This is an optimization exercise on Yosys and OpenROAD, whose aim is a short achievable clock period and few clock cycles per item, not a production implementation. The RTL was checked by simulation tests, not by an equivalence proof against the original design. No activity file was given, so power comes from the tool's default toggle rates.

==> job 7124: inputs <==
// vliwTop
module vliwTop
(
	input  logic        clock_i,
	input  logic        reset_i,
	input  logic        awvalid_i,
	input  logic [7:0]  awaddr_i,
	input  logic        wvalid_i,
	input  logic [31:0] wdata_i,
	input  logic [3:0]  wstrb_i,
	input  logic        bready_i,
	output logic        awready_o,
	output logic        wready_o,
	output logic        bvalid_o,
	output logic [1:0]  bresp_o,
	output logic        wbAValid_o,
	output logic [4:0]  wbADest_o,
	output logic [15:0] wbAData_o,
	output logic        wbBValid_o,
	output logic [4:0]  wbBDest_o,
	output logic [15:0] wbBData_o
);
clock: 4.5 ns
lec_check: 0
cap_margin: 20
core_margin: 2
core_utilization: 30
place_density: 0.35
setup_slack_margin: 2.6
slew_margin: 20
run.sh (not shown) runs the stock make flow with config.mk's settings and CLKGATE_MAP_FILE= SYNTH_SCRIPT=/design/flow/synth_recipe.tcl, a recipe that flattens the netlist after the stock synthesis.
==> job 1345: changes against job 7124 <==
--- a/flow/design.v
+++ b/flow/design.v
@@ -362,11 +362,11 @@
 		logic [vliwPkg::dataWidth-1:0] g;
 		logic [vliwPkg::dataWidth-1:0] gn;
 		logic [vliwPkg::dataWidth-1:0] pn;
 		p = prop;
 		g = gen;
-		for (int d = 2; d < vliwPkg::dataWidth; d = d * 2)
+		for (int d = 4; d < vliwPkg::dataWidth; d = d * 2)
 		begin
 			gn = g;
 			pn = p;
 			for (int i = d; i < vliwPkg::dataWidth; i++)
 			begin
@@ -561,11 +561,11 @@
 		p = a ^ bb;
 		g = a & bb;
 		g[0] = g[0] | (p[0] & sub);
 		gp = p;
 		gg = g;
-		for (int d = 1; d < 2; d = d * 2)
+		for (int d = 1; d < 4; d = d * 2)
 		begin
 			gn = gg;
 			pn = gp;
 			for (int i = d; i < vliwPkg::dataWidth; i++)
 			begin
==> flow/flow/run.sh (new file) <==
#!/bin/bash
# The standard flow, with a narrower cell set: delay cells are kept out of
# port buffering and repair, and adders and slow wide or stacked cells out of
# technology mapping (no register cell is affected); sizing is not held to
# cell footprints. Each step's output goes to a log of its own here.
set -euo pipefail
DONT_USE="$(cat flow/dontuse.txt)"
bash standard.sh "DONT_USE_CELLS=$DONT_USE" synth > synth.log 2>&1
bash standard.sh MATCH_CELL_FOOTPRINT=0 "DONT_USE_CELLS=$DONT_USE" finish > layout.log 2>&1
==> flow/flow/dontuse.txt (new file) <==
sky130_fd_sc_hd__probe_p_8 sky130_fd_sc_hd__probec_p_8 sky130_fd_sc_hd__lpflow_bleeder_1 sky130_fd_sc_hd__lpflow_clkbufkapwr_1 sky130_fd_sc_hd__lpflow_clkbufkapwr_16 sky130_fd_sc_hd__lpflow_clkbufkapwr_2 sky130_fd_sc_hd__lpflow_clkbufkapwr_4 sky130_fd_sc_hd__lpflow_clkbufkapwr_8 sky130_fd_sc_hd__lpflow_clkinvkapwr_1 sky130_fd_sc_hd__lpflow_clkinvkapwr_16 sky130_fd_sc_hd__lpflow_clkinvkapwr_2 sky130_fd_sc_hd__lpflow_clkinvkapwr_4 sky130_fd_sc_hd__lpflow_clkinvkapwr_8 sky130_fd_sc_hd__lpflow_decapkapwr_12 sky130_fd_sc_hd__lpflow_decapkapwr_3 sky130_fd_sc_hd__lpflow_decapkapwr_4 sky130_fd_sc_hd__lpflow_decapkapwr_6 sky130_fd_sc_hd__lpflow_decapkapwr_8 sky130_fd_sc_hd__lpflow_inputiso0n_1 sky130_fd_sc_hd__lpflow_inputiso0p_1 sky130_fd_sc_hd__lpflow_inputiso1n_1 sky130_fd_sc_hd__lpflow_inputiso1p_1 sky130_fd_sc_hd__lpflow_inputisolatch_1 sky130_fd_sc_hd__lpflow_isobufsrc_1 sky130_fd_sc_hd__lpflow_isobufsrc_16 sky130_fd_sc_hd__lpflow_isobufsrc_2 sky130_fd_sc_hd__lpflow_isobufsrc_4 sky130_fd_sc_hd__lpflow_isobufsrc_8 sky130_fd_sc_hd__lpflow_isobufsrckapwr_16 sky130_fd_sc_hd__lpflow_lsbuf_lh_hl_isowell_tap_1 sky130_fd_sc_hd__lpflow_lsbuf_lh_hl_isowell_tap_2 sky130_fd_sc_hd__lpflow_lsbuf_lh_hl_isowell_tap_4 sky130_fd_sc_hd__lpflow_lsbuf_lh_isowell_4 sky130_fd_sc_hd__lpflow_lsbuf_lh_isowell_tap_1 sky130_fd_sc_hd__lpflow_lsbuf_lh_isowell_tap_2 sky130_fd_sc_hd__lpflow_lsbuf_lh_isowell_tap_4 sky130_fd_sc_hd__dlygate4sd1_1 sky130_fd_sc_hd__dlygate4sd2_1 sky130_fd_sc_hd__dlygate4sd3_1 sky130_fd_sc_hd__clkdlybuf4s15_1 sky130_fd_sc_hd__clkdlybuf4s15_2 sky130_fd_sc_hd__clkdlybuf4s18_1 sky130_fd_sc_hd__clkdlybuf4s18_2 sky130_fd_sc_hd__clkdlybuf4s25_1 sky130_fd_sc_hd__clkdlybuf4s25_2 sky130_fd_sc_hd__clkdlybuf4s50_1 sky130_fd_sc_hd__clkdlybuf4s50_2 sky130_fd_sc_hd__dlymetal6s2s_1 sky130_fd_sc_hd__dlymetal6s4s_1 sky130_fd_sc_hd__dlymetal6s6s_1 sky130_fd_sc_hd__fa_1 sky130_fd_sc_hd__fa_2 sky130_fd_sc_hd__fa_4 sky130_fd_sc_hd__fah_1 sky130_fd_sc_hd__fahcin_1 sky130_fd_sc_hd__fahcon_1 sky130_fd_sc_hd__ha_1 sky130_fd_sc_hd__ha_2 sky130_fd_sc_hd__ha_4 sky130_fd_sc_hd__a2111o_1 sky130_fd_sc_hd__a2111o_2 sky130_fd_sc_hd__a2111o_4 sky130_fd_sc_hd__a2111oi_0 sky130_fd_sc_hd__a2111oi_1 sky130_fd_sc_hd__a2111oi_2 sky130_fd_sc_hd__a2111oi_4 sky130_fd_sc_hd__nor3_1 sky130_fd_sc_hd__nor3_2 sky130_fd_sc_hd__nor3_4 sky130_fd_sc_hd__nor3b_1 sky130_fd_sc_hd__nor3b_2 sky130_fd_sc_hd__nor3b_4 sky130_fd_sc_hd__nor4_1 sky130_fd_sc_hd__nor4_2 sky130_fd_sc_hd__nor4_4 sky130_fd_sc_hd__nor4b_1 sky130_fd_sc_hd__nor4b_2 sky130_fd_sc_hd__nor4b_4 sky130_fd_sc_hd__nor4bb_1 sky130_fd_sc_hd__nor4bb_2 sky130_fd_sc_hd__nor4bb_4 sky130_fd_sc_hd__o2111a_1 sky130_fd_sc_hd__o2111a_2 sky130_fd_sc_hd__o2111a_4 sky130_fd_sc_hd__o2111ai_1 sky130_fd_sc_hd__o2111ai_2 sky130_fd_sc_hd__o2111ai_4 sky130_fd_sc_hd__or3_1 sky130_fd_sc_hd__or3_2 sky130_fd_sc_hd__or3_4 sky130_fd_sc_hd__or3b_1 sky130_fd_sc_hd__or3b_2 sky130_fd_sc_hd__or3b_4 sky130_fd_sc_hd__or4_1 sky130_fd_sc_hd__or4_2 sky130_fd_sc_hd__or4_4 sky130_fd_sc_hd__or4b_1 sky130_fd_sc_hd__or4b_2 sky130_fd_sc_hd__or4b_4 sky130_fd_sc_hd__or4bb_1 sky130_fd_sc_hd__or4bb_2 sky130_fd_sc_hd__or4bb_4  sky130_fd_sc_hd__a222oi_1 sky130_fd_sc_hd__a311o_1 sky130_fd_sc_hd__a311o_2 sky130_fd_sc_hd__a311o_4 sky130_fd_sc_hd__a311oi_1 sky130_fd_sc_hd__a311oi_2 sky130_fd_sc_hd__a311oi_4 sky130_fd_sc_hd__a32o_1 sky130_fd_sc_hd__a32o_2 sky130_fd_sc_hd__a32o_4 sky130_fd_sc_hd__a32oi_1 sky130_fd_sc_hd__a32oi_2 sky130_fd_sc_hd__a32oi_4 sky130_fd_sc_hd__a41o_1 sky130_fd_sc_hd__a41o_2 sky130_fd_sc_hd__a41o_4 sky130_fd_sc_hd__a41oi_1 sky130_fd_sc_hd__a41oi_2 sky130_fd_sc_hd__a41oi_4 sky130_fd_sc_hd__and4_1 sky130_fd_sc_hd__and4_2 sky130_fd_sc_hd__and4_4 sky130_fd_sc_hd__and4b_1 sky130_fd_sc_hd__and4b_2 sky130_fd_sc_hd__and4b_4 sky130_fd_sc_hd__and4bb_1 sky130_fd_sc_hd__and4bb_2 sky130_fd_sc_hd__and4bb_4 sky130_fd_sc_hd__maj3_1 sky130_fd_sc_hd__maj3_2 sky130_fd_sc_hd__maj3_4 sky130_fd_sc_hd__nand4_1 sky130_fd_sc_hd__nand4_2 sky130_fd_sc_hd__nand4_4 sky130_fd_sc_hd__nand4b_1 sky130_fd_sc_hd__nand4b_2 sky130_fd_sc_hd__nand4b_4 sky130_fd_sc_hd__nand4bb_1 sky130_fd_sc_hd__nand4bb_2 sky130_fd_sc_hd__nand4bb_4 sky130_fd_sc_hd__o311a_1 sky130_fd_sc_hd__o311a_2 sky130_fd_sc_hd__o311a_4 sky130_fd_sc_hd__o311ai_0 sky130_fd_sc_hd__o311ai_1 sky130_fd_sc_hd__o311ai_2 sky130_fd_sc_hd__o311ai_4 sky130_fd_sc_hd__o32a_1 sky130_fd_sc_hd__o32a_2 sky130_fd_sc_hd__o32a_4 sky130_fd_sc_hd__o32ai_1 sky130_fd_sc_hd__o32ai_2 sky130_fd_sc_hd__o32ai_4 sky130_fd_sc_hd__o41a_1 sky130_fd_sc_hd__o41a_2 sky130_fd_sc_hd__o41a_4 sky130_fd_sc_hd__o41ai_1 sky130_fd_sc_hd__o41ai_2 sky130_fd_sc_hd__o41ai_4 
==> flow/standard.sh (new file) <==
#!/bin/bash
# synth_recipe.tcl (not shown) runs the flow's synth.tcl, then flattens the netlist and writes it again
# the make line also repeats each setting of config.mk as NAME=value (left out here)
make -C /OpenROAD-flow-scripts/flow DESIGN_CONFIG=/design/flow/config.mk WORK_HOME=/design/flow/orfs CLKGATE_MAP_FILE= SYNTH_SCRIPT=/design/flow/synth_recipe.tcl "${@:-finish}"
removed: flow/run.sh
==> flow_summary.yaml <==
routing:
  wirelength_mm: 494
  wl_met2_mm: 196
setup_path:
  crit_path_max_incr_delay_ns: 0.35
  reg2regPathDepth: 8
final_layout:
  mostFrequentLayoutCell: "a22oi_1"
  seq_cell_count: 1368
  final_cell_mix: "a22oi_1 (1031), nor2_1 (819), mux2i_1 (636)"
  final_cells: 9761
  multi_input_area_share_pct: 39.6
  postLayoutCoreUtil_pct: 38.5
timing:
  layout_min_cycle_time_ns: 2.26
  tightestPinTransition_ns: 1.00
outcome:
  status: "finished clean"
hold_path:
  worstHoldPathCells: 0
pwr:
  p_total_mw: 35.7
synth:
  synthMuxAreaShare_pct: 9.74
floorplanning:
  die_area_um2: 224000
the above is filed under job 7124

==> flow_summary.yaml <==
routing:
  wl_met2_mm: 210
  wirelength_mm: 529
timing:
  tightestPinTransition_ns: 1.21
  layout_min_cycle_time_ns: 2.27
pwr:
  p_total_mw: 37.6
final_layout:
  mostFrequentLayoutCell: "nor2_1"
  seq_cell_count: 1364
  final_cells: 10700
  final_cell_mix: "nor2_1 (1035), mux2i_1 (600), a22oi_1 (583)"
setup_path:
  reg2regPathDepth: 10
  crit_path_max_incr_delay_ns: 0.36
synth:
  synthMuxAreaShare_pct: 9.04
hold_path:
  worstHoldPathCells: 1
floorplanning:
  die_area_um2: 229000
outcome:
  status: "finished clean"
the above is filed under job 1345

Testbench counts of job 7124, summed over its fixed seeds: cycles 14,510, bundles 4,800.
Testbench counts of job 1345, summed over its fixed seeds: cycles 14,510, bundles 4,800.

## what the ideal ports hide
No port has a modelled driver above. Below, the same layouts with a new extraction and two added sets of constraints.
Step 1 sets driving cells, clkbuf_16 on the clock port and buf_2 on the other inputs (assumed; they add their load-dependent delay and slew).
Step 2 also shifts input and output timing later by t, the mid clock arrival at the registers, as if the neighbouring blocks saw the same clock.
Slacks: ideal ports / drivers / drivers and shift; pairs: ideal ports / drivers.
| run | t, ns | slack for setup (ns) | worst setup path at the end |
|---|---|---|---|
| job 7124 | 0.936 | 2.239 / 2.141 / 1.791 | input to register |
| job 1345 | 0.978 | 2.231 / 2.132 / 1.910 | input to register |
After both steps setup and hold are still met in every run listed. The setup slack of job 7124, which loses most, moves by -0.098 ns with the drivers and by -0.448 ns with both steps.
